This is an optimization exercise on Yosys and OpenROAD, whose aim is small area, a short achievable clock period and few clock cycles, not a production implementation.
RTL that was checked went through simulation tests only; none was proved equivalent to the original.
For run 3, only the layout was checked, not whether the RTL still works.

File: config.mk
export PLATFORM = sky130hd
export DESIGN_NAME = battery_monitor_charge_detect
export DESIGN_NICKNAME = battery_monitor_charge_detect
export VERILOG_FILES = /design/flow/design.v
export SDC_FILE = /design/flow/constraint.sdc
export NUM_CORES = 4
export LEC_CHECK = 0
export CAP_MARGIN = 20
export CORE_MARGIN = 2
export CORE_UTILIZATION = 65
export PLACE_DENSITY = 0.75
export SETUP_SLACK_MARGIN = 5
export SLEW_MARGIN = 20
File: constraint.sdc
create_clock -name core_clock -period 11.0 [get_ports {clk}]
set_input_delay 2.2000 -clock core_clock [delete_from_list [all_inputs] [get_ports {clk}]]
set_output_delay 2.2000 -clock core_clock [all_outputs]
set_load 0.01 [all_outputs]
File: design.v
package bmcd_pkg;
    localparam int VOLT_W = 13;
    localparam int PCT_W = 7;
    localparam int TIME_W = 32;
    localparam int READ_W = 12;
    localparam int CAL_W = 16;
    localparam int RUN_W = 8;
    localparam int TMO_W = 16;
    localparam int ACT_W = 3;
    localparam int CFG_IDX_W = 3;
    localparam int CFG_DATA_W = 32;
    localparam int NUM_W = 21;
    localparam int DEN_W = 14;
    localparam logic [TIME_W-1:0] TREND_AGE_MS = 32'd90000;
    localparam logic [VOLT_W:0] TREND_RISE_MV = 14'd30;
    localparam logic [VOLT_W:0] TREND_FALL_MV = 14'd90;
    localparam logic [VOLT_W-1:0] TREND_HIGH_MV = 13'd4000;
    localparam logic [VOLT_W:0] SPIKE_MV = 14'd500;
    localparam logic [VOLT_W:0] PLUG_MV = 14'd250;
    localparam logic [VOLT_W:0] UNPLUG_MV = 14'd200;
    localparam logic [VOLT_W-1:0] CRITICAL_MV = 13'd3000;
    localparam logic [TIME_W-1:0] MS_PER_MIN = 32'd60000;
    localparam logic [PCT_W-1:0] PCT_FULL = 7'd100;
    localparam logic [RUN_W-1:0] RUN_MAX = 8'd255;
endpackage
module battery_monitor_charge_detect #(
    parameter int HISTORY_DEPTH = 5
) (
    input  logic                              clk,
    input  logic                              rst_n,
    input  logic                              cfg_wr_en,
    input  logic [bmcd_pkg::CFG_IDX_W-1:0]    cfg_index,
    input  logic [bmcd_pkg::CFG_DATA_W-1:0]   cfg_data,
    input  logic                              in_valid,
    output logic                              in_ready,
    input  logic [2:0]                        in_action,
    input  logic [31:0]                       in_now_ms,
    input  logic [11:0]                       in_reading_mv,
    output logic                              out_valid,
    input  logic                              out_ready,
    output logic [12:0]                       out_voltage_mv,
    output logic [6:0]                        out_percent,
    output logic                              out_charging,
    output logic                              out_shutdown_request,
    output logic                              out_sleep_request
);
    localparam int HD = HISTORY_DEPTH;
    logic [12:0] full_r, empty_r;
    logic [15:0] cal_r;
    logic [31:0] hi_r, cd_r, grace_r;
    logic [7:0]  confirm_r;
    logic [15:0] tmo_r;
    always_ff @(posedge clk or negedge rst_n)
    begin
        if (!rst_n)
        begin
            full_r <= 13'd4200;
            empty_r <= 13'd3300;
            cal_r <= 16'd16384;
            hi_r <= 32'd30000;
            cd_r <= 32'd5000;
            grace_r <= 32'd60000;
            confirm_r <= 8'd3;
            tmo_r <= '0;
        end
        else if (cfg_wr_en)
        begin
            case (cfg_index)
                3'd0: full_r <= cfg_data[12:0];
                3'd1: empty_r <= cfg_data[12:0];
                3'd2: cal_r <= cfg_data[15:0];
                3'd3: hi_r <= cfg_data;
                3'd4: cd_r <= cfg_data;
                3'd5: grace_r <= cfg_data;
                3'd6: confirm_r <= cfg_data[7:0];
                default: tmo_r <= cfg_data[15:0];
            endcase
        end
    end
    logic [31:0] limit_r;
    logic [12:0] span_r;
    always_ff @(posedge clk)
    begin
        limit_r <= 32'(tmo_r) * bmcd_pkg::MS_PER_MIN;
        span_r <= full_r - empty_r;
    end
    logic [13:0] den;
    assign den = {span_r, 1'b0};
    logic o_v;
    logic adv;
    assign adv = !o_v || out_ready;
    assign in_ready = adv;
    logic        c_v;
    logic [2:0]  c_act;
    logic [31:0] c_now;
    logic [11:0] c_rd;
    always_ff @(posedge clk or negedge rst_n)
    begin
        if (!rst_n)
            c_v <= 1'b0;
        else if (adv)
            c_v <= in_valid;
    end
    always_ff @(posedge clk)
    begin
        if (adv)
        begin
            c_act <= in_action;
            c_now <= in_now_ms;
            c_rd <= in_reading_mv;
        end
    end
    logic        p_v, p_upd, p_qry, p_ref, p_act, p_ini;
    logic [31:0] p_now;
    logic [19:0] p_lo, p_hi;
    always_ff @(posedge clk or negedge rst_n)
    begin
        if (!rst_n)
        begin
            p_v <= 1'b0;
            p_upd <= 1'b0;
            p_qry <= 1'b0;
            p_ref <= 1'b0;
            p_act <= 1'b0;
            p_ini <= 1'b0;
        end
        else if (adv)
        begin
            p_v <= c_v;
            p_upd <= c_v && c_act == 3'd0;
            p_qry <= c_v && c_act == 3'd1;
            p_ref <= c_v && c_act == 3'd2;
            p_act <= c_v && c_act == 3'd3;
            p_ini <= c_v && c_act == 3'd4;
        end
    end
    always_ff @(posedge clk)
    begin
        if (adv)
        begin
            p_now <= c_now;
            p_lo <= c_rd * cal_r[7:0];
            p_hi <= c_rd * cal_r[15:8];
        end
    end
    logic [12:0] cv_r;
    logic        chg_r;
    logic [31:0] rt_r, pt_r, at_r;
    logic [31:0] seen_r;
    logic        seen_v;
    logic [HD-1:0] slot_r;
    logic [12:0] hv_r [HD];
    logic [31:0] ht_r [HD];
    logic [HD-1:0] hvld_r;
    logic [12:0] ov_r;
    logic [7:0]  run_r;
    logic l_meas, l_pt, l_push, l_init, l_seen, l_at;
    logic        m_v, m_upd, m_qry, m_ref, m_act, m_ini;
    logic [31:0] m_now;
    logic [12:0] m_c;
    logic m_stale_a, m_stale_b, m_pd_a, m_pd_b;
    logic m_age_a, m_age_b, m_age_c;
    logic m_g_a, m_g_b, m_g_self;
    logic m_sl_a, m_sl_b;
    logic [27:0] prod;
    logic [15:0] raw;
    logic [12:0] clamp_v;
    logic [HD-1:0] slot1, slot2;
    logic [31:0] ta, tb;
    logic va, vb;
    logic [31:0] dn, d_rt, d_pt, d_ta, d_tb, d_seen, d_at;
    always_comb
    begin
        prod = 28'(p_lo) + {p_hi, 8'b0};
        raw = 16'((29'(prod) + 29'd4096) >> 13);
        clamp_v = (raw > {3'b000, full_r}) ? full_r : raw[12:0];
        slot1 = {slot_r[HD-2:0], slot_r[HD-1]};
        slot2 = {slot1[HD-2:0], slot1[HD-1]};
        ta = '0;
        tb = '0;
        for (int k = 0; k < HD; k++)
        begin
            ta = ta | (ht_r[k] & {32{slot1[k]}});
            tb = tb | (ht_r[k] & {32{slot2[k]}});
        end
        va = |(hvld_r & slot1);
        vb = |(hvld_r & slot2);
        dn = p_now - m_now;
        d_rt = p_now - rt_r;
        d_pt = p_now - pt_r;
        d_ta = p_now - ta;
        d_tb = p_now - tb;
        d_seen = p_now - seen_r;
        d_at = p_now - at_r;
    end
    always_ff @(posedge clk or negedge rst_n)
    begin
        if (!rst_n)
        begin
            m_v <= 1'b0;
            m_upd <= 1'b0;
            m_qry <= 1'b0;
            m_ref <= 1'b0;
            m_act <= 1'b0;
            m_ini <= 1'b0;
        end
        else if (adv)
        begin
            m_v <= p_v;
            m_upd <= p_upd;
            m_qry <= p_qry;
            m_ref <= p_ref;
            m_act <= p_act;
            m_ini <= p_ini;
        end
    end
    always_ff @(posedge clk)
    begin
        if (adv)
        begin
            m_now <= p_now;
            m_c <= clamp_v;
            m_stale_a <= d_rt >= cd_r;
            m_stale_b <= dn >= cd_r;
            m_pd_a <= d_pt >= hi_r;
            m_pd_b <= dn >= hi_r;
            m_age_a <= va && (ta != '0) && (d_ta >= bmcd_pkg::TREND_AGE_MS);
            m_age_b <= vb && (tb != '0) && (d_tb >= bmcd_pkg::TREND_AGE_MS);
            m_age_c <= (m_now != '0) && (dn >= bmcd_pkg::TREND_AGE_MS);
            m_g_a <= seen_v && (seen_r != '0) && (d_seen < grace_r);
            m_g_b <= (m_now != '0) && (dn < grace_r);
            m_g_self <= (p_now != '0) && (grace_r != '0);
            m_sl_a <= (tmo_r != '0) && (d_at >= limit_r);
            m_sl_b <= (tmo_r != '0) && (dn >= limit_r);
        end
    end
    logic stale, pd, age, gr, sl, meas;
    logic cv_nz;
    logic signed [13:0] dc, dco, dvo;
    logic spike, plug, unplug, take;
    logic [12:0] cv_new;
    logic chg1, seen1;
    logic [HD-1:0] oslot, oslot2;
    logic [12:0] ov_next;
    logic rise, fall, do_trend, chg2, seen_set, grace_ok, low;
    logic [7:0] run_inc, run_n;
    logic inc_ge, shut, sleep, push;
    always_comb
    begin
        stale = l_meas ? m_stale_b : m_stale_a;
        pd = l_pt ? m_pd_b : m_pd_a;
        age = l_push ? m_age_b : (l_init ? m_age_c : m_age_a);
        gr = l_seen ? m_g_b : m_g_a;
        sl = l_at ? m_sl_b : m_sl_a;
        meas = m_ref || m_ini || ((m_upd || m_qry) && stale);
        dc = {1'b0, m_c} - {1'b0, cv_r};
        dco = {1'b0, m_c} - {1'b0, ov_r};
        dvo = {1'b0, cv_r} - {1'b0, ov_r};
        cv_nz = (cv_r != '0);
        spike = cv_nz && ((dc > 14'sd500) || (dc < -14'sd500));
        plug = cv_nz && (dc > 14'sd250);
        unplug = cv_nz && (dc < -14'sd200);
        take = meas && !spike;
        cv_new = take ? m_c : cv_r;
        if (!meas)
            chg1 = chg_r;
        else if (take && plug)
            chg1 = 1'b1;
        else if (take && unplug)
            chg1 = 1'b0;
        else
            chg1 = m_ref ? 1'b0 : chg_r;
        seen1 = take && plug;
        if (take)
        begin
            rise = dco > 14'sd30;
            fall = (m_c < bmcd_pkg::TREND_HIGH_MV) && (dco < -14'sd90);
            low = (m_c <= bmcd_pkg::CRITICAL_MV);
        end
        else
        begin
            rise = dvo > 14'sd30;
            fall = (cv_r < bmcd_pkg::TREND_HIGH_MV) && (dvo < -14'sd90);
            low = (cv_r <= bmcd_pkg::CRITICAL_MV);
        end
        push = m_upd && pd;
        do_trend = push && age;
        if (do_trend && rise)
            chg2 = 1'b1;
        else if (do_trend && fall)
            chg2 = 1'b0;
        else
            chg2 = chg1;
        seen_set = seen1 || (do_trend && rise);
        grace_ok = seen_set ? m_g_self : gr;
        run_inc = (run_r != bmcd_pkg::RUN_MAX) ? run_r + 8'd1 : run_r;
        inc_ge = (run_inc >= confirm_r);
        shut = m_upd && !grace_ok && low && !chg2 && inc_ge;
        if (!m_upd)
            run_n = run_r;
        else if (!grace_ok && low && !chg2)
            run_n = run_inc;
        else
            run_n = '0;
        sleep = m_upd && !shut && !chg2 && sl;
        oslot = {slot_r[HD-2:0], slot_r[HD-1]};
        oslot2 = {oslot[HD-2:0], oslot[HD-1]};
        ov_next = '0;
        for (int k = 0; k < HD; k++)
            ov_next = ov_next | (hv_r[k] & {13{oslot2[k]}});
    end
    logic r_v, r_shut, r_sleep, r_meas;
    always_ff @(posedge clk or negedge rst_n)
    begin
        if (!rst_n)
        begin
            cv_r <= '0;
            chg_r <= 1'b0;
            rt_r <= '0;
            pt_r <= '0;
            at_r <= '0;
            seen_v <= 1'b0;
            slot_r <= HD'(1);
            hvld_r <= '0;
            run_r <= '0;
            l_meas <= 1'b0;
            l_pt <= 1'b0;
            l_push <= 1'b0;
            l_init <= 1'b0;
            l_seen <= 1'b0;
            l_at <= 1'b0;
            r_v <= 1'b0;
        end
        else if (adv)
        begin
            cv_r <= cv_new;
            chg_r <= chg2;
            if (meas)
                rt_r <= m_now;
            if (push || m_ini)
                pt_r <= m_now;
            if (m_act || m_ini)
                at_r <= m_now;
            if (seen_set)
                seen_v <= 1'b1;
            if (m_ini)
                hvld_r <= '1;
            else if (push)
                hvld_r <= hvld_r | slot_r;
            if (push)
                slot_r <= oslot;
            run_r <= run_n;
            l_meas <= meas;
            l_pt <= push || m_ini;
            l_push <= push;
            l_init <= m_ini;
            l_seen <= seen_set;
            l_at <= m_act || m_ini;
            r_v <= m_v;
        end
    end
    always_ff @(posedge clk)
    begin
        if (adv)
        begin
            for (int k = 0; k < HD; k++)
                if (m_ini || (push && slot_r[k]))
                begin
                    hv_r[k] <= cv_new;
                    ht_r[k] <= m_now;
                end
            if (m_ini)
                ov_r <= cv_new;
            else if (push)
                ov_r <= ov_next;
            if (seen_set)
                seen_r <= m_now;
            r_shut <= shut;
            r_sleep <= sleep;
            r_meas <= meas;
        end
    end
    logic [20:0] e200_r, k2_r;
    always_ff @(posedge clk)
    begin
        e200_r <= 21'(empty_r) * 21'd200;
        k2_r <= 21'(span_r) - e200_r;
    end
    logic [20:0] num;
    logic [20:0] d_rc;
    logic        d_qc;
    always_comb
    begin
        num = {1'b0, cv_r, 7'b0} + {2'b0, cv_r, 6'b0} + {5'b0, cv_r, 3'b0} + k2_r;
        d_rc = num;
        d_qc = ((d_rc >> 6) >= 21'(den));
        if (d_qc)
            d_rc = d_rc - (21'(den) << 6);
    end
    logic        d_v, d_chg, d_shut, d_sleep, d_meas, d_full, d_zero;
    logic [12:0] d_cv;
    logic [19:0] d_rem;
    logic        d_q;
    logic [19:0] e1_rc;
    logic [5:4]  e1_qc;
    logic [17:0] e2_rc;
    logic [3:2]  e2_qc;
    logic        e1_v, e1_chg, e1_shut, e1_sleep, e1_meas, e1_full, e1_zero;
    logic [12:0] e1_cv;
    logic [17:0] e1_rem;
    logic [6:4]  e1_q;
    logic        e2_v, e2_chg, e2_shut, e2_sleep, e2_meas, e2_full, e2_zero;
    logic [12:0] e2_cv;
    logic [15:0] e2_rem;
    logic [6:2]  e2_q;
    always_comb
    begin
        e1_rc = d_rem;
        for (int k = 5; k >= 4; k--)
        begin
            if ((e1_rc >> k) >= 20'(den))
            begin
                e1_rc = e1_rc - (20'(den) << k);
                e1_qc[k] = 1'b1;
            end
            else
            begin
                e1_qc[k] = 1'b0;
            end
        end
        e2_rc = e1_rem;
        for (int k = 3; k >= 2; k--)
        begin
            if ((e2_rc >> k) >= 18'(den))
            begin
                e2_rc = e2_rc - (18'(den) << k);
                e2_qc[k] = 1'b1;
            end
            else
            begin
                e2_qc[k] = 1'b0;
            end
        end
    end
    always_ff @(posedge clk or negedge rst_n)
    begin
        if (!rst_n)
        begin
            d_v <= 1'b0;
            e1_v <= 1'b0;
            e2_v <= 1'b0;
        end
        else if (adv)
        begin
            d_v <= r_v;
            e1_v <= d_v;
            e2_v <= e1_v;
        end
    end
    always_ff @(posedge clk)
    begin
        if (adv)
        begin
            d_cv <= cv_r;
            d_chg <= chg_r;
            d_shut <= r_shut;
            d_sleep <= r_sleep;
            d_meas <= r_meas;
            d_full <= (cv_r >= full_r);
            d_zero <= (cv_r <= empty_r);
            d_rem <= d_rc[19:0];
            d_q <= d_qc;
            e1_cv <= d_cv;
            e1_chg <= d_chg;
            e1_shut <= d_shut;
            e1_sleep <= d_sleep;
            e1_meas <= d_meas;
            e1_full <= d_full;
            e1_zero <= d_zero;
            e1_rem <= e1_rc[17:0];
            e1_q <= {d_q, e1_qc};
            e2_cv <= e1_cv;
            e2_chg <= e1_chg;
            e2_shut <= e1_shut;
            e2_sleep <= e1_sleep;
            e2_meas <= e1_meas;
            e2_full <= e1_full;
            e2_zero <= e1_zero;
            e2_rem <= e2_rc[15:0];
            e2_q <= {e1_q, e2_qc};
        end
    end
    logic [15:0] o_rc;
    logic [1:0]  o_qc;
    logic [6:0]  q;
    logic [6:0]  pct_calc, pct_res, pct_r;
    always_comb
    begin
        o_rc = e2_rem;
        for (int k = 1; k >= 0; k--)
        begin
            if ((o_rc >> k) >= 16'(den))
            begin
                o_rc = o_rc - (16'(den) << k);
                o_qc[k] = 1'b1;
            end
            else
            begin
                o_qc[k] = 1'b0;
            end
        end
        q = {e2_q, o_qc};
        if (e2_full)
            pct_calc = bmcd_pkg::PCT_FULL;
        else if (e2_zero)
            pct_calc = '0;
        else
            pct_calc = q;
        pct_res = e2_meas ? pct_calc : pct_r;
    end
    logic [22:0] o_d;
    always_ff @(posedge clk or negedge rst_n)
    begin
        if (!rst_n)
        begin
            pct_r <= '0;
            o_v <= 1'b0;
        end
        else if (adv)
        begin
            if (e2_v && e2_meas)
                pct_r <= pct_calc;
            o_v <= e2_v;
        end
    end
    always_ff @(posedge clk)
    begin
        if (adv)
            o_d <= {e2_cv, pct_res, e2_chg, e2_shut, e2_sleep};
    end
    assign out_valid = o_v;
    assign {out_voltage_mv, out_percent, out_charging, out_shutdown_request, out_sleep_request} = o_d;
endmodule
File: run.sh
#!/bin/bash
# synth_recipe.tcl (not shown) runs the flow's synth.tcl, then flattens the netlist and writes it again
# the make line also repeats each setting of config.mk as NAME=value (left out here)
make -C /OpenROAD-flow-scripts/flow DESIGN_CONFIG=/design/flow/config.mk WORK_HOME=/design/flow/orfs CLKGATE_MAP_FILE= SYNTH_SCRIPT=/design/flow/synth_recipe.tcl finish
==> impl_results.md, run 1 <==
- Nets: 8,500
- Final hold violations: 0
- TritonRoute pass-1 iters: 9
- H-tree depth: 3
- Met3 usage: 0.06085
- Final Cycle Share: 0.5428
- Worst Setup Start Kind: input pin
- GRT Util Overall: 0.3434
- HPWL Detailed: between 100 and 150 mm
- Met1 Use GR: 0.4711
- Vias in the first global route: 53,670
- Via count: 55,370
- Critical Path, Cell by Cell: clkdlybuf4s50_1 -> nor2b_4 -> inv_8 -> clkdlybuf4s50_1
- Proportion of layout cells with a drive suffix above 1: 0.07921
- Relative slew slack: 0.2893
- Synth Flop Type: edfxtp_1
- GR peak layer: met2
- Largest net degree at the start of global routing: 198
- DR iter-0 viols: 5,219
- Core area: 0.1104 sq mm
- Die outline height: 337.0 microns
- TritonCTS Buffers: approximately 110
- Most used cell along the critical path: clkdlybuf4s50_1
- Ys Warns: 3
- Commonest non-fill, non-tap cell in the layout: ha_1
- Largest stage delay on the critical path: roughly 600 ps
- FFs w/ async S/R, synth: 0.3269
- Die W: roughly 340 microns
- Drt drc: 0
- Post-route ant nets: 0
- Syn Nets: 8,352
- Top-Level Pins: 112
- CP max stage cell: clkdlybuf4s50_1
- Worst Skew: ~34 ps
- Setup violators final: 0
- Setup TNS: 0 ps
- Root buf cell: clkbuf_16
- Std-Cell Rows: about 120
- CTS max path bufs: 3
- First-pass GRT wire length: 301.3 mm
- CP required: 8800 ps
- Fill count: between 8,000 and 9,000
- Top Family by Delay on Critical Path: buffers and inverters
- Starting Density: 0.6533
- Register bit count reported by yosys: 985
- Data arrival, critical path: about 3800 ps
- CP Buf/Inv Count: 3
- Synth cell types: 113
- Placed cells: approximately 8,600
- GP Congestion: 0.9640
- Least-Margin Pin Slew: 1066 ps
- Clock Latency Late Sink: 740 ps
- Worst-path maximum fanout: 32
- FMAX: 167.5 MHz
- Number of max-cap violations: 0
- P&R area growth vs syn: 9.729%
- Via-per-instance ratio: between 6 and 7
- Critical path endpoint category: output pin
- Clock Sinks: 985
- Port Buffers: 111
- Max-slew violations: 0
- Post-route minimum period: 5971 ps
- Mapped Cells: 7,118
- Status: complete, no violations
- Number of flops mapped to enable cells by yosys: 584
- Grt met2 use: 0.5495
- Initial antenna violation count: 13
- Type of the worst min-delay path: reg -> reg
- Synthesized area: 0.07210 sq mm
- Clock slew at reported path FFs: around 70 ps
- Grt ovf: 0
- Mean Syn Cell Area: approximately 10 sq um
- Final design utilization: 0.7168
- Kind of critical path: in -> out
- Routed WL: 196.0 mm
- RSZ-0062 raised after global routing: yes
- Drt wl/cell: 22.14 microns
- Die ar.: between 0.1 and 0.15 sq mm
- R2R Setup Slk: 5210 ps
- Register area share after synthesis: 0.3775
- Most frequent cells in the layout: ha_1 (918), inv_1 (730), nand2_1 (661)
- CTS tree: built
- Count of non-filler cells in the finished layout: slightly below 9,000
- Hold_ws: 355.0 ps
-- Yosys cell counts, types with 17 or more instances --
library cell | n | area (sq um)
o31a_1 | 18 | 157.7
or3_1 | 39 | 244.0
o21a_1 | 87 | 653.1
dfrtp_1 | 289 | 7232
dfstp_2 | 33 | 867.1
and2_1 | 109 | 681.9
mux2i_1 | 30 | 300.3
a21oi_1 | 399 | 1997
and3_1 | 92 | 575.6
dfxtp_1 | 79 | 1582
a222oi_1 | 79 | 790.8
and4_1 | 17 | 148.9
fa_1 | 229 | 4584
a21o_1 | 168 | 1261
o21ai_0 | 437 | 2187
inv_1 | 732 | 2748
nor3_1 | 107 | 535.5
a21boi_0 | 40 | 300.3
a31oi_1 | 42 | 262.8
xor2_1 | 107 | 937.2
o31ai_1 | 33 | 247.7
xnor2_1 | 234 | 2049
nor2_1 | 325 | 1220
o21bai_1 | 39 | 292.8
a22oi_1 | 23 | 172.7
a211oi_1 | 37 | 277.8
o211ai_1 | 33 | 247.7
a2111oi_0 | 17 | 148.9
ha_1 | 918 | 11490
nand2_1 | 669 | 2511
nor2b_1 | 86 | 538.0
nor4_1 | 52 | 325.3
o2111ai_1 | 22 | 192.7
edfxtp_1 | 584 | 17540
nand4_1 | 97 | 606.8
mux2_2 | 157 | 1768
nand3_1 | 95 | 475.5
buf_1 | 17 | 63.81
nand2b_1 | 78 | 488.0
or2_2 | 35 | 219.0
clkbuf_1 | 140 | 525.5
-- cells by family (layout without fill, tap and decap cells) --
family	count (synthesis)	after routing	share of synthesized area
buffers and inverters	901	1142	0.04757
AND/OR/NAND/NOR	1886	1887	0.1285
XOR/XNOR	342	342	0.04165
AO/OA/AOI/OAI	1660	1660	0.1515
adder cells (fa/ha/maj)	1147	1147	0.2229
multiplexers	197	197	0.03030
other	0	3	0
flip-flops	985	985	0.3775
-- per-stage QoR --
step	setup slack [ps]	area, sq um
floorplan	5033	72120
global placement	3685	74920
detailed placement	3567	74930
CTS	4995	78710
global route	4926	79100
finish	5029	79110
-- path summary, 6_finish.rpt --
path | cells after the start | to | start
hold reg to reg | 0 | k2_r[2]$_DFF_P_ | span_r[2]$_DFF_P_
hold / removal | 0 | k2_r[2]$_DFF_P_ | span_r[2]$_DFF_P_
setup reg to reg | 17 | m_age_b$_DFFE_PN_ | slot_r[0]$_DFFE_PN1P_
min in group asynchronous | 1 | at_r[2]$_DFFE_PN0P_ | rst_n
setup / recovery | 4 | in_ready | out_ready
max in group asynchronous | 2 | cv_r[2]$_DFFE_PN0N_ | rst_n
-- cell type report --
type	count	area [sq um]	share of cell area
Inverter	733	2766	0.03497
Multi-Input combinational cell	5233	41700	0.5272
Clock buffer	131	2890	0.03654
Timing Repair Buffer	206	1878	0.02374
Tap cell	1488	1862	0.02353
Sequential cell	985	27240	0.3443
Clock inverter	72	765.7	0.009679
Antenna cell	3	7.507	0.00009490
-- worst reg2reg max path, delay by kind of cell (launching register included) --
kind                     cells  cell delay [ps]
AO/OA/AOI/OAI                8             2560
adder cells (fa/ha/maj)      1              270
AND/OR/NAND/NOR              5              750
flip-flops                   1              860
buffers and inverters        3             1020
-- routing by layer --
metal / routed length (microns) / part of all wire
met1: 82770 / 0.42
met2: 88730 / 0.45
met3: 17340 / 0.088
met4: 6985 / 0.036
met5: 183 / 0.00093
-- what timing repair did --
| item | 4_1_cts | 5_1_grt |
|---|---|---|
| hold buffers | 0 | 0 |
| pin swaps | 1 | 9 |
| endpoints found under the setup margin | 43 | 59 |
| resized for setup | 26 | 36 |
| cloned | 1 | 0 |
| buffers inserted | 5 | 31 |
-- flip-flops by register name, indices dropped and copies added, names as in the netlist, 18 cells and up --
register / flops
c_now: 32
hi_r: 32
seen_r: 32
cd_r: 32
hv_r: 65
pt_r: 32
at_r: 32
k2_r: 21
m_now: 32
d_rem: 20
e200_r: 18
grace_r: 32
ht_r: 160
p_hi: 20
p_now: 32
o_d: 23
limit_r: 27
e1_rem: 18
rt_r: 32
Testbench counts, summed over its fixed seeds: cycles 2,464.
==> inputs of run 2 (changes only) <==
--- a/config.mk
+++ b/config.mk
@@ -8,6 +8,6 @@
 export CAP_MARGIN = 20
 export CORE_MARGIN = 2
-export CORE_UTILIZATION = 65
-export PLACE_DENSITY = 0.75
+export CORE_UTILIZATION = 40
+export PLACE_DENSITY = 0.6
 export SETUP_SLACK_MARGIN = 5
 export SLEW_MARGIN = 20
==> run 2 against run 1 <==
  * Clock skew about the same
  * Utilization down 27 points
  * Die area up 62%
  * Non-clock buffer count down 10
  * Sequential share of layout area down 0.50 points
  * Final area up 1.5%
  * Via count down 2.5%
  * Critical path depth up 1
  * Critical endpoint unchanged
  * Highest routed layer unchanged
==> impl_results.md, run 2 <==
- Status: complete, no violations
- Worst Skew: 33.55 ps
- First-pass GRT wire length: 310.8 mm
- TritonRoute pass-1 iters: 10
- H-tree depth: 3
- Vias in the first global route: 52,300
- RSZ-0062 raised after global routing: yes
- Synthesized area: just over 0.07 sq mm
- HPWL Detailed: approximately 150 mm
- CTS max path bufs: 3
- Proportion of layout cells with a drive suffix above 1: 0.07690
- Synth Flop Type: edfxtp_1
- Std-Cell Rows: 155
- Mean Syn Cell Area: 10.13 sq um
- Synth cell types: around 110
- Clock slew at reported path FFs: 60 ps
- Die W: ~430 microns
- Synth area leader: edfxtp_1
- Top-Level Pins: 112
- Clock Sinks: slightly below 1,000
- Register area share after synthesis: 0.3775
- Largest regs: ht_r (160), hv_r (65)
- Ys Warns: 3
- TritonCTS Buffers: about 110
- Nets: roughly 8,500
- Initial antenna violation count: 25
- Post-route minimum period: 5908 ps
- Number of flops mapped to enable cells by yosys: just under 600
- Via-per-instance ratio: about 5.6
- Most common cell in the netlist: ha_1
- Largest net degree at the start of global routing: 156
- Reg area: about 0.027 sq mm
- Biggest register: ht_r
- Worst-path maximum fanout: 38
- Area of the multi-input gates: 0.04169 sq mm
- CTS tree: built
- CP required: 8800 ps
- Max FFs per register: 160
- Final Cycle Share: 0.5371
- Via count: 53,980
- Kind of critical path: in -> out
- Grt ovf: 0
- Core area: 0.1788 sq mm
- Syn Nets: roughly 8,400
- Most frequent cells in the layout: ha_1 (918), inv_1 (730), nand2_1 (661)
- Post-route ant nets: 0
- Setup violators final: 0
- Fill count: roughly 17,000
- DR iter-0 viols: 4,173
- Die outline height: 428.5 microns
- Die ar.: 0.1837 sq mm
- Routed WL: 202.0 mm
- Drt drc: 0
- Setup TNS: 0 ps
- Mapped Cells: 7,118
- Clock Latency Late Sink: 760 ps
- Root buf cell: clkbuf_16
- Final hold violations: 0
- GRT Util Overall: 0.2161
- GP Congestion: 0.9186
- Yosys top cell area share: 0.2432
- Worst Setup Start Kind: input pin
- Number of max-cap violations: 0
- Relative slew slack: 0.3189
- Drt wl/cell: 20.77 microns
- Least-Margin Pin Slew: 1018 ps
- Starting Density: 0.4032
- FFs w/ async S/R, synth: 0.3269
- P&R area growth vs syn: 11.32%
- FMAX: roughly 170 MHz
- CTS Hold Bufs: 0
- Register bit count reported by yosys: 985
- Data arrival, critical path: 3710 ps
- Final design utilization: 0.4488
- Critical path endpoint category: output pin
- Type of the worst min-delay path: reg -> reg
- Synth top area cells: edfxtp_1 (24%), ha_1 (16%), dfrtp_1 (10%)
- Port Buffers: ~110
- Commonest non-fill, non-tap cell in the layout: ha_1
- Max-slew violations: 0
- Synth cell count leaders: ha_1 (918), inv_1 (732), nand2_1 (669), edfxtp_1 (584), o21ai_0 (437)
==> run 2: cell types whose count changed in the layout (fill, tap and decap cells not counted), sizes merged <==
| cell | before | now |
|---|---|---|
| diode | 3 | 9 |
| clkbuf | 131 | 148 |
| bufinv | 8 | 9 |
| clkinv | 39 | 35 |
| inv | 744 | 741 |
| buf | 96 | 86 |
| nor2b | 87 | 86 |
==> run 2: layout make-up <==
cell class	count	share of cell area
Antenna cell	9	0.0002806
Clock buffer	148	0.03904
Clock inverter	65	0.007982
Inverter	733	0.03470
Multi-Input combinational cell	5232	0.5194
Sequential cell	985	0.3392
Tap cell	2355	0.03671
Timing Repair Buffer	196	0.02250
Timing Repair inverter	1	0.0001091
==> run 2: per-stage QoR <==
stage               instances  hold slack, ps  setup WS, ps  cell area, sq um
detailed placement       9472           348.2          3494             76020
global route             9723           364.9          4936             80260
finish                   9724           357.6          5092             80260
global placement         9471           334.8          3521             76010
CTS                      9692           358.6          5003             79930
floorplan                7118           330.8          5033             72120
==> run 2: timing repair <==
action                                  4_1_cts  5_1_grt
endpoints found under the setup margin       45       61
buffers inserted                              6       22
pin swaps                                     2        7
resized for setup                            27       34
gates cloned                                  1        0
==> run 2: metal layers <==
layer  track usage  wire (microns)
met1        0.2878           89480
met2        0.3597           95170
met3       0.02568            9884
met5             0              11
met4       0.08237            7451
==> run 2: path summary, 6_finish.rpt <==
kind	start	endpoint	slack, ps	cells past startpoint
max	out_ready	in_ready	5090	5
min	span_r[2]$_DFF_P_	k2_r[2]$_DFF_P_	360	0
max reg2reg	p_now[8]$_DFFE_PN_	m_stale_b$_DFFE_PN_	5260	21
min reg2reg	span_r[2]$_DFF_P_	k2_r[2]$_DFF_P_	360	0
max in group asynchronous	rst_n	cd_r[4]$_DFFE_PN0P_	7470	3
min in group asynchronous	rst_n	pct_r[0]$_DFFE_PN0P_	1380	1
==> run 2: cell families (layout without fill, tap and decap cells) <==
group,Yosys count,in the layout,share of synthesized area
other,0,9,0
xor gates and xnor gates,342,342,0.04165
and+or+nand+nor,1886,1886,0.1285
muxes,197,197,0.03030
adders and majority gates,1147,1147,0.2229
DFF,985,985,0.3775
buffers and inverters,901,1143,0.04757
AOI/OAI and AO/OA,1660,1660,0.1515
==> run 2: worst max-delay path: stages <==
cell,delay (ps)
clkdlybuf4s50_1,450
nor2b_4,140
buf_12,230
clkinv_16,160
clkdlybuf4s50_1,530
==> inputs of run 3 (changes only) <==
--- a/design.v
+++ b/design.v
@@ -381,9 +381,8 @@
         end
     end
-    logic [20:0] e200_r, k2_r;
+    logic [20:0] k2_r;
     always_ff @(posedge clk)
     begin
-        e200_r <= 21'(empty_r) * 21'd200;
-        k2_r <= 21'(span_r) - e200_r;
+        k2_r <= 21'(full_r - empty_r) - 21'(empty_r) * 21'd200;
     end
     logic [20:0] num;
--- a/config.mk
+++ b/config.mk
@@ -6,4 +6,5 @@
 export NUM_CORES = 4
 export LEC_CHECK = 0
+export ABC_AREA = 1
 export CAP_MARGIN = 20
 export CORE_MARGIN = 2
==> run 3 against run 2 <==
  * Setup slack worse by 18 ps
==> impl_results.md, run 3 <==
- Status: complete, no violations
- DR iter-0 viols: 4,573
- Synth top area cells: edfxtp_1 (24%), ha_1 (16%), dfrtp_1 (9.8%)
- CTS Hold Bufs: 0
- Most common cell in the netlist: nand2_1
- Synthesized area: 0.07410 sq mm
- Final worst slack: 5073 ps
- Least-Margin Pin Slew: 1021 ps
- Via count: 60,190
- Final Cycle Share: 0.5388
- Adder-cell share of the synthesized area: 0.2181
- Post-route minimum period: just under 6000 ps
- Post-Route M1 WL: 98.29 mm
- Number of flops mapped to enable cells by yosys: 584
- Root buf cell: clkbuf_16
- R2r endpoint: d_rem[12]$_DFFE_PN_
- Metal2 WL: 104.2 mm
- Kind of critical path: in -> out
- CP required: between 8000 and 9000 ps
- Data arrival, critical path: approximately 3700 ps
- Worst Skew: between 70 and 80 ps
- Simple-gate share of the synthesized area: 0.1640
- Number of max-cap violations: 0
- Via-per-instance ratio: ~5.3
- Critical Path Source: out_ready
- Post-route ant nets: 0
- CTS tree: built
- Starting Density: 0.4034
- Uppermost layer routed: met5
- R2R Setup Slk: 5450 ps
- First-pass GRT wire length: 342.6 mm
- Syn Nets: about 9,800
- Register area share after synthesis: 0.3616
- Top-Level Pins: ~110
- Worst Reg2Reg Path Length in Cells: 23
- Critical Path, Cell by Cell: clkdlybuf4s50_1 -> nor2_4 -> buf_12 -> clkinv_16 -> clkdlybuf4s50_1
- Die ar.: 0.1887 sq mm
- Drt drc: 0
- Commonest non-fill, non-tap cell in the layout: nand2_1
- Hold_ws: 411.5 ps
- Largest family of logic cells by synthesized area: adder cells
- FMAX: 168.7 MHz
- Initial antenna violation count: 5
- Final design utilization: 0.4489
- Synth area leader: edfxtp_1
- Routed wl met3: between 10 and 15 mm
- Mux contribution to synthesized area: 0
- Largest stage delay on the critical path: 520 ps
- Setup violators final: 0
- Fill count: about 18,000
- Worst Setup Start Kind: input pin
- Clock Sinks: 964
- P&R area growth vs syn: 11.27%
- Final hold violations: 0
- Grt ovf: 0
- XOR/XNOR Fraction of Synth Area: 0.04461
- Most used cell along the critical path: clkdlybuf4s50_1
- Port Buffers: approximately 110
- Mapped Cells: 8,602
- Clock Latency Late Sink: about 810 ps
- Clock slew at reported path FFs: 60 ps
- Post-synthesis compound-gate area fraction: 0.1319
- TritonCTS Buffers: 114
- GP Congestion: just under 1
- Routed WL: roughly 220 mm
- Synth Flop Type: edfxtp_1
- Type of the worst min-delay path: reg -> reg
- Die W: 434.4 microns
- Largest net degree at the start of global routing: 164
- CP max stage cell: clkdlybuf4s50_1
- TritonRoute pass-1 iters: 8
- Start of the worst register-to-register path: cv_r[6]$_DFFE_PN0N_
- CTS max path bufs: 3
- Max FFs per register: 160
- Post-Place Worst Slack: 4597 ps
- Critical path endpoint category: output pin
- Max-slew violations: 0
- RSZ-0062 raised after global routing: no
- Ys Warns: 3
- H-tree depth: 3
- Synth cell count leaders: nand2_1 (1,747), inv_1 (1,383), ha_1 (925), edfxtp_1 (584), a21oi_1 (583)
- HPWL Detailed: 172.0 mm
- Biggest register: ht_r
- FFs w/ async S/R, synth: 0.3340
- Relative slew slack: 0.3145
- Mean Syn Cell Area: 8.614 sq um
- Drt wl/cell: 19.67 microns
- Std-Cell Rows: about 160
- Worst-path maximum fanout: 30
- Most frequent cells in the layout: nand2_1 (1,738), inv_1 (1,382), ha_1 (925)
- Critical Path Sink: in_ready
- Yosys top cell area share: 0.2367
- Die outline height: 434.4 microns
- Register bit count reported by yosys: approximately 960
- Synth cell types: 74
- Vias in the first global route: 58,540
- Nets: 9,977
- GRT Util Overall: 0.2339
- Core area: between 0.15 and 0.2 sq mm
- Setup TNS: 0 ps
- Proportion of layout cells with a drive suffix above 1: 0.05114
- Largest regs: ht_r (160), hv_r (65)
-- run 3: changes by cell type after synthesis, moves of 79 or more --
| cell | before | now |
|---|---|---|
| a21o_1 | 168 | 39 |
| o21ai_0 | 437 | 581 |
| xor2_1 | 107 | 254 |
| nor2_1 | 325 | 417 |
| nand3_1 | 95 | 277 |
| a222oi_1 | 79 | 0 |
| xnor2_1 | 234 | 119 |
| mux2_2 | 157 | 0 |
| nand2_1 | 669 | 1747 |
| and2_1 | 109 | 4 |
| and3_1 | 92 | 11 |
| nor2b_1 | 86 | 0 |
| inv_1 | 732 | 1383 |
| a21oi_1 | 399 | 583 |
-- run 3: routing by layer --
| layer | GRT usage | vias to the layer above |
|---|---|---|
| met4 | 0.07770 | 2 |
| li1 | - | 29300 |
| met5 | 0 | - |
| met2 | 0.3915 | 1711 |
| met1 | 0.3118 | 28810 |
| met3 | 0.03090 | 362 |
-- run 3: cell families (layout without fill, tap and decap cells) --
group | after synthesis | in the layout
compound gates | 1691 | 1691
xor+xnor | 375 | 375
simple gates | 2855 | 2855
flops | 964 | 964
buf+inv | 1563 | 1799
other cells | 0 | 2
fa+ha+maj | 1154 | 1154
-- run 3: what timing repair did --
action,CTS,global route
buffers inserted,0,1
gates resized for setup,3,15
endpoints found under the setup margin,15,44
cloned,0,2
pin swaps,0,1
-- run 3: worst max-delay path, delay by kind of cell --
kind	cells	cell delay, ps
buffers and inverters	4	1360
and+or+nand+nor	1	130
-- run 3: how the worst min path moves through the flow --
stage                                    from             endpoint  slack [ps]  depth (start not counted)
after floorplan              r_meas$_DFFE_PN_     d_meas$_DFFE_PN_         400                          0
after CTS                  d_cv[11]$_DFFE_PN_  e1_cv[11]$_DFFE_PN_         400                          0
after global routing      c_now[21]$_DFFE_PN_  p_now[21]$_DFFE_PN_         410                          0
after global placement    c_now[25]$_DFFE_PN_  p_now[25]$_DFFE_PN_         400                          0
final                     c_now[21]$_DFFE_PN_  p_now[21]$_DFFE_PN_         410                          0
after detailed placement   d_cv[11]$_DFFE_PN_  e1_cv[11]$_DFFE_PN_         400                          0
-- run 3: layout make-up --
class / instances / area, sq um / area share
clock inverter: 81 / 1036 / 0.01257
multi-input combinational: 6075 / 41480 / 0.5031
clock buffer: 137 / 3030 / 0.03675
inverter: 1399 / 5278 / 0.06401
tap: 2464 / 3083 / 0.03739
antenna: 2 / 5.005 / 0.00006070
sequential: 964 / 26810 / 0.3251
timing repair inverter: 1 / 11.26 / 0.0001366
timing repair buffer: 181 / 1717 / 0.02082
-- run 3: stage by stage --
stage | cell area [sq um] | std cells
5_1_grt | 82450 | 11300
3_5_place_dp | 78230 | 11080
2_1_floorplan | 74120 | 8602
3_3_place_gp | 78220 | 11080
6_report | 82450 | 11300
4_1_cts | 82310 | 11300
==> inputs of run 4 (changes only) <==
--- a/design.v
+++ b/design.v
@@ -24,4 +24,38 @@
     localparam logic [RUN_W-1:0] RUN_MAX = 8'd255;
 endpackage
+module bmcd_tcmp #(
+    parameter int W = 32
+) (
+    input  logic [W-1:0] n,
+    input  logic [W-1:0] x,
+    input  logic [W-1:0] k,
+    output logic         ge
+);
+    logic [W-1:0] xb, kb, s, c;
+    logic [W+1:0] t;
+    always_comb
+    begin
+        xb = ~x;
+        kb = ~k;
+        s = n ^ xb ^ kb;
+        c = (n & xb) | (n & kb) | (xb & kb);
+        t = {2'b00, s} + {1'b0, c, 1'b1} + (W+2)'(1);
+        ge = (n >= x) ? t[W+1] : (t[W+1] | t[W]);
+    end
+endmodule
+module bmcd_csa #(
+    parameter int W = 8
+) (
+    input  logic [W-1:0] a,
+    input  logic [W-1:0] b,
+    input  logic [W-1:0] c,
+    output logic [W-1:0] s,
+    output logic [W-1:0] cy
+);
+    logic [W-1:0] m;
+    assign s = a ^ b ^ c;
+    assign m = (a & b) | (a & c) | (b & c);
+    assign cy = {m[W-2:0], 1'b0};
+endmodule
 module battery_monitor_charge_detect #(
     parameter int HISTORY_DEPTH = 5
@@ -78,16 +112,27 @@
         end
     end
-    logic [31:0] limit_r;
+    logic [22:0] tmo125_r;
+    logic [26:0] tmo1875_r;
+    logic [31:0] limit;
+    logic        tmo_nz_r;
     logic [12:0] span_r;
+    logic [13:0] den;
+    logic [15:0] den3_r;
+    logic [21:0] e200_r, k2_r;
     always_ff @(posedge clk)
     begin
-        limit_r <= 32'(tmo_r) * bmcd_pkg::MS_PER_MIN;
+        tmo125_r <= {tmo_r, 7'b0} - {5'b0, tmo_r, 2'b0} + 23'(tmo_r);
+        tmo1875_r <= {tmo125_r, 4'b0} - 27'(tmo125_r);
+        tmo_nz_r <= (tmo_r != '0);
         span_r <= full_r - empty_r;
+        den3_r <= 16'({span_r, 1'b0}) + 16'({span_r, 2'b0});
+        e200_r <= 22'(empty_r) * 22'd200;
+        k2_r <= 22'(span_r) - e200_r;
     end
-    logic [13:0] den;
+    assign limit = {tmo1875_r, 5'b0};
     assign den = {span_r, 1'b0};
-    logic o_v;
+    logic s_v, o_v;
     logic adv;
-    assign adv = !o_v || out_ready;
+    assign adv = !s_v;
     assign in_ready = adv;
     logic        c_v;
@@ -113,5 +158,5 @@
     logic        p_v, p_upd, p_qry, p_ref, p_act, p_ini;
     logic [31:0] p_now;
-    logic [19:0] p_lo, p_hi;
+    logic [19:0] p_m0, p_m1, p_m2;
     always_ff @(posedge clk or negedge rst_n)
     begin
@@ -140,6 +185,7 @@
         begin
             p_now <= c_now;
-            p_lo <= c_rd * cal_r[7:0];
-            p_hi <= c_rd * cal_r[15:8];
+            p_m0 <= c_rd[3:0] * cal_r;
+            p_m1 <= c_rd[7:4] * cal_r;
+            p_m2 <= c_rd[11:8] * cal_r;
         end
     end
@@ -163,16 +209,31 @@
     logic m_g_a, m_g_b, m_g_self;
     logic m_sl_a, m_sl_b;
-    logic [27:0] prod;
+    logic [29:0] pa, pb, pc, pnf;
+    logic [29:0] s1, c1, s2, c2;
+    logic [29:0] ptot, rsum;
     logic [15:0] raw;
+    logic        clamp;
     logic [12:0] clamp_v;
+    assign pa = 30'(p_m0);
+    assign pb = {6'b0, p_m1, 4'b0};
+    assign pc = {2'b0, p_m2, 8'b0};
+    assign pnf = {4'b1111, ~full_r, 1'b1, 12'b0};
+    bmcd_csa #(.W(30)) u_csa1 (.a(pa), .b(pb), .c(pc), .s(s1), .cy(c1));
+    bmcd_csa #(.W(30)) u_csa2 (.a(s1), .b(c1), .c(pnf), .s(s2), .cy(c2));
+    always_comb
+    begin
+        ptot = s2 + c2;
+        clamp = !ptot[29];
+        rsum = s1 + c1 + 30'd4096;
+        raw = rsum[28:13];
+        clamp_v = clamp ? full_r : raw[12:0];
+    end
     logic [HD-1:0] slot1, slot2;
     logic [31:0] ta, tb;
     logic va, vb;
-    logic [31:0] dn, d_rt, d_pt, d_ta, d_tb, d_seen, d_at;
+    logic ge_rt, ge_pt, ge_ta, ge_tb, ge_seen, ge_at;
+    logic ge_ncd, ge_nhi, ge_nage, ge_ngr, ge_nlim;
     always_comb
     begin
-        prod = 28'(p_lo) + {p_hi, 8'b0};
-        raw = 16'((29'(prod) + 29'd4096) >> 13);
-        clamp_v = (raw > {3'b000, full_r}) ? full_r : raw[12:0];
         slot1 = {slot_r[HD-2:0], slot_r[HD-1]};
         slot2 = {slot1[HD-2:0], slot1[HD-1]};
@@ -186,12 +247,16 @@
         va = |(hvld_r & slot1);
         vb = |(hvld_r & slot2);
-        dn = p_now - m_now;
-        d_rt = p_now - rt_r;
-        d_pt = p_now - pt_r;
-        d_ta = p_now - ta;
-        d_tb = p_now - tb;
-        d_seen = p_now - seen_r;
-        d_at = p_now - at_r;
     end
+    bmcd_tcmp u_t_rt   (.n(p_now), .x(rt_r),   .k(cd_r),    .ge(ge_rt));
+    bmcd_tcmp u_t_ncd  (.n(p_now), .x(m_now),  .k(cd_r),    .ge(ge_ncd));
+    bmcd_tcmp u_t_pt   (.n(p_now), .x(pt_r),   .k(hi_r),    .ge(ge_pt));
+    bmcd_tcmp u_t_nhi  (.n(p_now), .x(m_now),  .k(hi_r),    .ge(ge_nhi));
+    bmcd_tcmp u_t_ta   (.n(p_now), .x(ta),     .k(bmcd_pkg::TREND_AGE_MS), .ge(ge_ta));
+    bmcd_tcmp u_t_tb   (.n(p_now), .x(tb),     .k(bmcd_pkg::TREND_AGE_MS), .ge(ge_tb));
+    bmcd_tcmp u_t_nage (.n(p_now), .x(m_now),  .k(bmcd_pkg::TREND_AGE_MS), .ge(ge_nage));
+    bmcd_tcmp u_t_seen (.n(p_now), .x(seen_r), .k(grace_r), .ge(ge_seen));
+    bmcd_tcmp u_t_ngr  (.n(p_now), .x(m_now),  .k(grace_r), .ge(ge_ngr));
+    bmcd_tcmp u_t_at   (.n(p_now), .x(at_r),   .k(limit),   .ge(ge_at));
+    bmcd_tcmp u_t_nlim (.n(p_now), .x(m_now),  .k(limit),   .ge(ge_nlim));
     always_ff @(posedge clk or negedge rst_n)
     begin
@@ -221,16 +286,16 @@
             m_now <= p_now;
             m_c <= clamp_v;
-            m_stale_a <= d_rt >= cd_r;
-            m_stale_b <= dn >= cd_r;
-            m_pd_a <= d_pt >= hi_r;
-            m_pd_b <= dn >= hi_r;
-            m_age_a <= va && (ta != '0) && (d_ta >= bmcd_pkg::TREND_AGE_MS);
-            m_age_b <= vb && (tb != '0) && (d_tb >= bmcd_pkg::TREND_AGE_MS);
-            m_age_c <= (m_now != '0) && (dn >= bmcd_pkg::TREND_AGE_MS);
-            m_g_a <= seen_v && (seen_r != '0) && (d_seen < grace_r);
-            m_g_b <= (m_now != '0) && (dn < grace_r);
+            m_stale_a <= ge_rt;
+            m_stale_b <= ge_ncd;
+            m_pd_a <= ge_pt;
+            m_pd_b <= ge_nhi;
+            m_age_a <= va && (ta != '0) && ge_ta;
+            m_age_b <= vb && (tb != '0) && ge_tb;
+            m_age_c <= (m_now != '0) && ge_nage;
+            m_g_a <= seen_v && (seen_r != '0) && !ge_seen;
+            m_g_b <= (m_now != '0) && !ge_ngr;
             m_g_self <= (p_now != '0) && (grace_r != '0);
-            m_sl_a <= (tmo_r != '0) && (d_at >= limit_r);
-            m_sl_b <= (tmo_r != '0) && (dn >= limit_r);
+            m_sl_a <= tmo_nz_r && ge_at;
+            m_sl_b <= tmo_nz_r && ge_nlim;
         end
     end
@@ -381,19 +446,22 @@
         end
     end
-    logic [20:0] k2_r;
-    always_ff @(posedge clk)
-    begin
-        k2_r <= 21'(full_r - empty_r) - 21'(empty_r) * 21'd200;
-    end
-    logic [20:0] num;
-    logic [20:0] d_rc;
+    logic [21:0] na, nb, nc, nden6;
+    logic [21:0] ns1, nc1, ns2, nc2, ns3, nc3;
+    logic [21:0] num, t6;
     logic        d_qc;
+    logic [19:0] d_rc;
+    assign na = {2'b0, cv_r, 7'b0};
+    assign nb = {3'b0, cv_r, 6'b0};
+    assign nc = {6'b0, cv_r, 3'b0};
+    assign nden6 = ~{2'b0, den, 6'b0};
+    bmcd_csa #(.W(22)) u_nsa1 (.a(na), .b(nb), .c(nc), .s(ns1), .cy(nc1));
+    bmcd_csa #(.W(22)) u_nsa2 (.a(ns1), .b(nc1), .c(k2_r), .s(ns2), .cy(nc2));
+    bmcd_csa #(.W(22)) u_nsa3 (.a(ns2), .b(nc2), .c(nden6), .s(ns3), .cy(nc3));
     always_comb
     begin
-        num = {1'b0, cv_r, 7'b0} + {2'b0, cv_r, 6'b0} + {5'b0, cv_r, 3'b0} + k2_r;
-        d_rc = num;
-        d_qc = ((d_rc >> 6) >= 21'(den));
-        if (d_qc)
-            d_rc = d_rc - (21'(den) << 6);
+        num = ns2 + nc2;
+        t6 = ns3 + nc3 + 22'd1;
+        d_qc = !t6[21];
+        d_rc = d_qc ? t6[19:0] : num[19:0];
     end
     logic        d_v, d_chg, d_shut, d_sleep, d_meas, d_full, d_zero;
@@ -401,8 +469,12 @@
     logic [19:0] d_rem;
     logic        d_q;
-    logic [19:0] e1_rc;
-    logic [5:4]  e1_qc;
-    logic [17:0] e2_rc;
-    logic [3:2]  e2_qc;
+    logic [20:0] e1_r1, e1_r2, e1_r3;
+    logic [17:0] e1_rc;
+    logic [1:0]  e1_qc;
+    logic [18:0] e2_r1, e2_r2, e2_r3;
+    logic [15:0] e2_rc;
+    logic [1:0]  e2_qc;
+    logic [16:0] o_r1, o_r2, o_r3;
+    logic [1:0]  o_qc;
     logic        e1_v, e1_chg, e1_shut, e1_sleep, e1_meas, e1_full, e1_zero;
     logic [12:0] e1_cv;
@@ -415,30 +487,61 @@
     always_comb
     begin
-        e1_rc = d_rem;
-        for (int k = 5; k >= 4; k--)
+        e1_r1 = {1'b0, d_rem} - {3'b0, den, 4'b0};
+        e1_r2 = {1'b0, d_rem} - {2'b0, den, 5'b0};
+        e1_r3 = {1'b0, d_rem} - {1'b0, den3_r, 4'b0};
+        if (!e1_r3[20])
         begin
-            if ((e1_rc >> k) >= 20'(den))
-            begin
-                e1_rc = e1_rc - (20'(den) << k);
-                e1_qc[k] = 1'b1;
-            end
-            else
-            begin
-                e1_qc[k] = 1'b0;
-            end
+            e1_qc = 2'd3;
+            e1_rc = e1_r3[17:0];
         end
-        e2_rc = e1_rem;
-        for (int k = 3; k >= 2; k--)
+        else if (!e1_r2[20])
         begin
-            if ((e2_rc >> k) >= 18'(den))
-            begin
-                e2_rc = e2_rc - (18'(den) << k);
-                e2_qc[k] = 1'b1;
-            end
-            else
-            begin
-                e2_qc[k] = 1'b0;
-            end
+            e1_qc = 2'd2;
+            e1_rc = e1_r2[17:0];
+        end
+        else if (!e1_r1[20])
+        begin
+            e1_qc = 2'd1;
+            e1_rc = e1_r1[17:0];
+        end
+        else
+        begin
+            e1_qc = 2'd0;
+            e1_rc = d_rem[17:0];
         end
+        e2_r1 = {1'b0, e1_rem} - {3'b0, den, 2'b0};
+        e2_r2 = {1'b0, e1_rem} - {2'b0, den, 3'b0};
+        e2_r3 = {1'b0, e1_rem} - {1'b0, den3_r, 2'b0};
+        if (!e2_r3[18])
+        begin
+            e2_qc = 2'd3;
+            e2_rc = e2_r3[15:0];
+        end
+        else if (!e2_r2[18])
+        begin
+            e2_qc = 2'd2;
+            e2_rc = e2_r2[15:0];
+        end
+        else if (!e2_r1[18])
+        begin
+            e2_qc = 2'd1;
+            e2_rc = e2_r1[15:0];
+        end
+        else
+        begin
+            e2_qc = 2'd0;
+            e2_rc = e1_rem[15:0];
+        end
+        o_r1 = {1'b0, e2_rem} - {3'b0, den};
+        o_r2 = {1'b0, e2_rem} - {2'b0, den, 1'b0};
+        o_r3 = {1'b0, e2_rem} - {1'b0, den3_r};
+        if (!o_r3[16])
+            o_qc = 2'd3;
+        else if (!o_r2[16])
+            o_qc = 2'd2;
+        else if (!o_r1[16])
+            o_qc = 2'd1;
+        else
+            o_qc = 2'd0;
     end
     always_ff @(posedge clk or negedge rst_n)
@@ -468,5 +571,5 @@
             d_full <= (cv_r >= full_r);
             d_zero <= (cv_r <= empty_r);
-            d_rem <= d_rc[19:0];
+            d_rem <= d_rc;
             d_q <= d_qc;
             e1_cv <= d_cv;
@@ -477,5 +580,5 @@
             e1_full <= d_full;
             e1_zero <= d_zero;
-            e1_rem <= e1_rc[17:0];
+            e1_rem <= e1_rc;
             e1_q <= {d_q, e1_qc};
             e2_cv <= e1_cv;
@@ -486,28 +589,11 @@
             e2_full <= e1_full;
             e2_zero <= e1_zero;
-            e2_rem <= e2_rc[15:0];
+            e2_rem <= e2_rc;
             e2_q <= {e1_q, e2_qc};
         end
     end
-    logic [15:0] o_rc;
-    logic [1:0]  o_qc;
-    logic [6:0]  q;
     logic [6:0]  pct_calc, pct_res, pct_r;
     always_comb
     begin
-        o_rc = e2_rem;
-        for (int k = 1; k >= 0; k--)
-        begin
-            if ((o_rc >> k) >= 16'(den))
-            begin
-                o_rc = o_rc - (16'(den) << k);
-                o_qc[k] = 1'b1;
-            end
-            else
-            begin
-                o_qc[k] = 1'b0;
-            end
-        end
-        q = {e2_q, o_qc};
         if (e2_full)
             pct_calc = bmcd_pkg::PCT_FULL;
@@ -515,8 +601,9 @@
             pct_calc = '0;
         else
-            pct_calc = q;
+            pct_calc = {e2_q, o_qc};
         pct_res = e2_meas ? pct_calc : pct_r;
     end
-    logic [22:0] o_d;
+    logic [22:0] res, o_d, s_d;
+    assign res = {e2_cv, pct_res, e2_chg, e2_shut, e2_sleep};
     always_ff @(posedge clk or negedge rst_n)
     begin
@@ -525,10 +612,21 @@
             pct_r <= '0;
             o_v <= 1'b0;
+            s_v <= 1'b0;
         end
-        else if (adv)
+        else
         begin
-            if (e2_v && e2_meas)
+            if (adv && e2_v && e2_meas)
                 pct_r <= pct_calc;
-            o_v <= e2_v;
+            if (adv)
+            begin
+                if (o_v && !out_ready)
+                    s_v <= e2_v;
+                else
+                    o_v <= e2_v;
+            end
+            else if (out_ready)
+            begin
+                s_v <= 1'b0;
+            end
         end
     end
@@ -536,5 +634,14 @@
     begin
         if (adv)
-            o_d <= {e2_cv, pct_res, e2_chg, e2_shut, e2_sleep};
+        begin
+            if (o_v && !out_ready)
+                s_d <= res;
+            else
+                o_d <= res;
+        end
+        else if (out_ready)
+        begin
+            o_d <= s_d;
+        end
     end
     assign out_valid = o_v;
--- a/config.mk
+++ b/config.mk
@@ -6,5 +6,4 @@
 export NUM_CORES = 4
 export LEC_CHECK = 0
-export ABC_AREA = 1
 export CAP_MARGIN = 20
 export CORE_MARGIN = 2
==> run 4 against run 3 <==
  * Still clean
  * Critical endpoint is now p_m1[19]$_DFFE_PN_
  * Utilization about the same
  * Global-route usage down 1.5 points
==> impl_results.md, run 4 <==
- DR iter-0 viols: 4,197
- Worst-path maximum fanout: 16
- Largest net degree at the start of global routing: 79
- Die ar.: 0.2016 sq mm
- Hold_ws: 407.0 ps
- CTS tree: built
- Commonest non-fill, non-tap cell in the layout: ha_1
- Fill count: roughly 18,000
- Core area: approximately 0.2 sq mm
- P&R area growth vs syn: 11.74%
- Port Buffers: ~110
- Type of the worst min-delay path: reg -> reg
- Cts repair resizes: 0
- Critical Path Source: c_rd[7]$_DFFE_PN_
- FFs w/ async S/R, synth: 0.3022
- Die W: 449.0 microns
- Post-route minimum period: 5026 ps
- Critical Path Sink: p_m1[19]$_DFFE_PN_
- Routed WL: 221.1 mm
- Largest regs: ht_r (160), hv_r (65)
- Register area share after synthesis: 0.3705
- Proportion of layout cells with a drive suffix above 1: 0.07657
- Register bit count reported by yosys: 1,069
- Reg area: 0.02935 sq mm
- Number of max-cap violations: 0
- Start of the worst register-to-register path: c_rd[7]$_DFFE_PN_
- Status: complete, no violations
- Final hold violations: 0
- Top-Level Pins: 112
- Synth cell count leaders: ha_1 (1,132), inv_1 (973), edfxtp_1 (628), nand2_1 (553), fa_1 (429)
- GP Congestion: 0.9177
- CP required: 11,530 ps
- Synth area leader: edfxtp_1
- Via count: around 57,000
- Clock Sinks: 1,069
- Worst Skew: 36.52 ps
- Max-slew violations: 0
- Nets: 9,227
- Clock slew at reported path FFs: 60 ps
- Relative slew slack: 0.2418
- Initial antenna violation count: 8
- First-pass GRT wire length: 342.8 mm
- R2r endpoint: p_m1[19]$_DFFE_PN_
- Biggest register: ht_r
- Worst Setup Start Kind: flip-flop
- H-tree depth: 4
- Data arrival, critical path: between 5000 and 6000 ps
- RSZ-0062 raised after global routing: no
- GRT Util Overall: 0.2188
- Area of the multi-input gates: 0.04572 sq mm
- Drt drc: 0
- Root buf cell: clkbuf_16
- Number of flops mapped to enable cells by yosys: 628
- Worst Reg2Reg Path Length in Cells: 16
- Synth cell types: 95
- Via-per-instance ratio: 5.477
- Ys Warns: 4
- Std-Cell Rows: 163
- Synthesized area: 0.07920 sq mm
- Hold path start: e1_chg$_DFFE_PN_
- HPWL Detailed: ~170 mm
- Postcts setup bufs: 0
- CTS Hold Bufs: 0
- Max FFs per register: 160
- FMAX: about 200 MHz
- Yosys top cell area share: 0.2381
- Die outline height: 449.0 microns
- Synth Flop Type: edfxtp_1
- Final Cycle Share: 0.4569
- Drt wl/cell: between 20 and 25 microns
- Post-route ant nets: 0
- Most frequent cells in the layout: ha_1 (1,132), inv_1 (973), edfxtp_1 (628)
- Most common cell in the netlist: ha_1
- Setup violators final: 0
- Mapped Cells: 7,405
- Synth top area cells: edfxtp_1 (24%), ha_1 (18%), fa_1 (11%)
- Kind of critical path: reg -> reg
- Syn Nets: 9,053
- R2R Setup Slk: 5970 ps
- Critical path endpoint category: flip-flop
- Starting Density: 0.4020
- Clock Latency Late Sink: 810 ps
- Least-Margin Pin Slew: 1127 ps
- Mean Syn Cell Area: 10.70 sq um
- CTS max path bufs: 3
- TritonRoute pass-1 iters: 9
- Setup TNS: 0 ps
- Grt ovf: 0
- TritonCTS Buffers: 133
- Vias in the first global route: 58,390
==> run 4: changes by cell type after synthesis, sizes merged, moves of 82 or more <==
cell,previous run,this run
nand2,1790,553
inv,1396,974
a21oi,592,321
o21ai,645,405
ha,925,1132
nand3,290,87
fa,229,429
xor2,254,67
mux2,0,186
a21o,39,167
nor2,434,326
nor2b,0,89
and2,5,87
==> run 4: logic make-up after synthesis <==
group	synth area share
AO/OA/AOI/OAI	0.1283
XOR/XNOR	0.02499
AND/OR/NAND/NOR	0.09861
multiplexers	0.03550
adder cells (fa/ha/maj)	0.2881
flip-flops	0.3705
buffers and inverters	0.05395
==> run 4: metal layers <==
| layer | global-route usage | up-vias | share of wire |
|---|---|---|---|
| met5 | 0 | - | 0 |
| met4 | 0.06581 | 0 | 0.028 |
| met3 | 0.03046 | 326 | 0.052 |
| met2 | 0.3548 | 1464 | 0.46 |
| met1 | 0.3035 | 28160 | 0.46 |
| li1 | - | 26660 | - |
==> run 4: cell type report <==
| cell class | count | share of cell area |
|---|---|---|
| sequential | 1069 | 0.3317 |
| antenna | 3 | 0.00008482 |
| tap | 2640 | 0.03732 |
| clock buffer | 173 | 0.04077 |
| multi-input combinational | 5202 | 0.5165 |
| inverter | 975 | 0.04144 |
| timing repair buffer | 198 | 0.02030 |
| clock inverter | 75 | 0.01190 |
==> run 4: worst min-delay path by stage <==
stage	end	cells after the start	slack [ps]
5_1_grt	e2_chg$_DFFE_PN_	0	410
3_5_place_dp	e2_q[6]$_DFFE_PN_	0	400
2_1_floorplan	k2_r[2]$_DFF_P_	0	370
3_3_place_gp	p_now[26]$_DFFE_PN_	0	400
6_report	e2_chg$_DFFE_PN_	0	410
4_1_cts	e2_chg$_DFFE_PN_	0	410
==> run 4: metrics by stage <==
stage          area, sq um  setup slack (ps)    util  cells
6_report             88500              5974  0.4492  10340
3_5_place_dp         83810              5979  0.4254  10080
2_1_floorplan        79210              5986       -   7405
5_1_grt              88500              5505  0.4492  10330
3_3_place_gp         83780              5985  0.4253  10080
4_1_cts              88470              5954  0.4491  10330
==> run 4: worst max-delay path: stages, from the launching register on <==
cell and delay [ps]:
edfxtp_1 600, and2_1 280, fa_1 540, inv_1 60, fa_1 520, inv_1 60
ha_1 290, a21o_1 170, a21oi_1 220, nor2b_1 70, o21a_1 190, o41ai_1 540
o21ai_0 310, o21ai_0 340, o21ai_1 140, o41ai_1 320, xnor2_1 110
Testbench counts of run 4, summed over its fixed seeds: cycles 2,464.

-- re-timing with driven ports --
The flow's constraints put no driver on any port. The routed layouts listed below were extracted and timed again, unchanged, in two steps.
Step 1, drivers: a clkbuf_16 drives clk and a buf_2 each remaining input, both assumed.
Step 2 adds t to the input delays and takes it off the output delays; t is the mean of the earliest and latest rising clock arrival at the registers after step 1. Input paths then give back, and output paths get back, about the clock's delay inside the block.
a / b / c = ideal ports / drivers / drivers and shift; a / b = the first two.
| run | shift t [ns] | setup slack, ns | worst data-port slew with drivers (ns) |
|---|---|---|---|
| run 1 | 0.797 | 5.029 / 4.999 / 4.999 | 0.19 |
| run 2 | 0.838 | 5.092 / 5.067 / 5.067 | 0.16 |
| run 3 | 0.865 | 5.073 / 5.044 / 5.044 | 0.08 |
| run 4 | 0.883 | 5.974 / 5.974 / 5.974 | 0.05 |
After both steps every run listed still meets setup and hold. The setup slack of run 1, which loses most, moves by -0.030 ns with the drivers and by -0.030 ns with both steps.
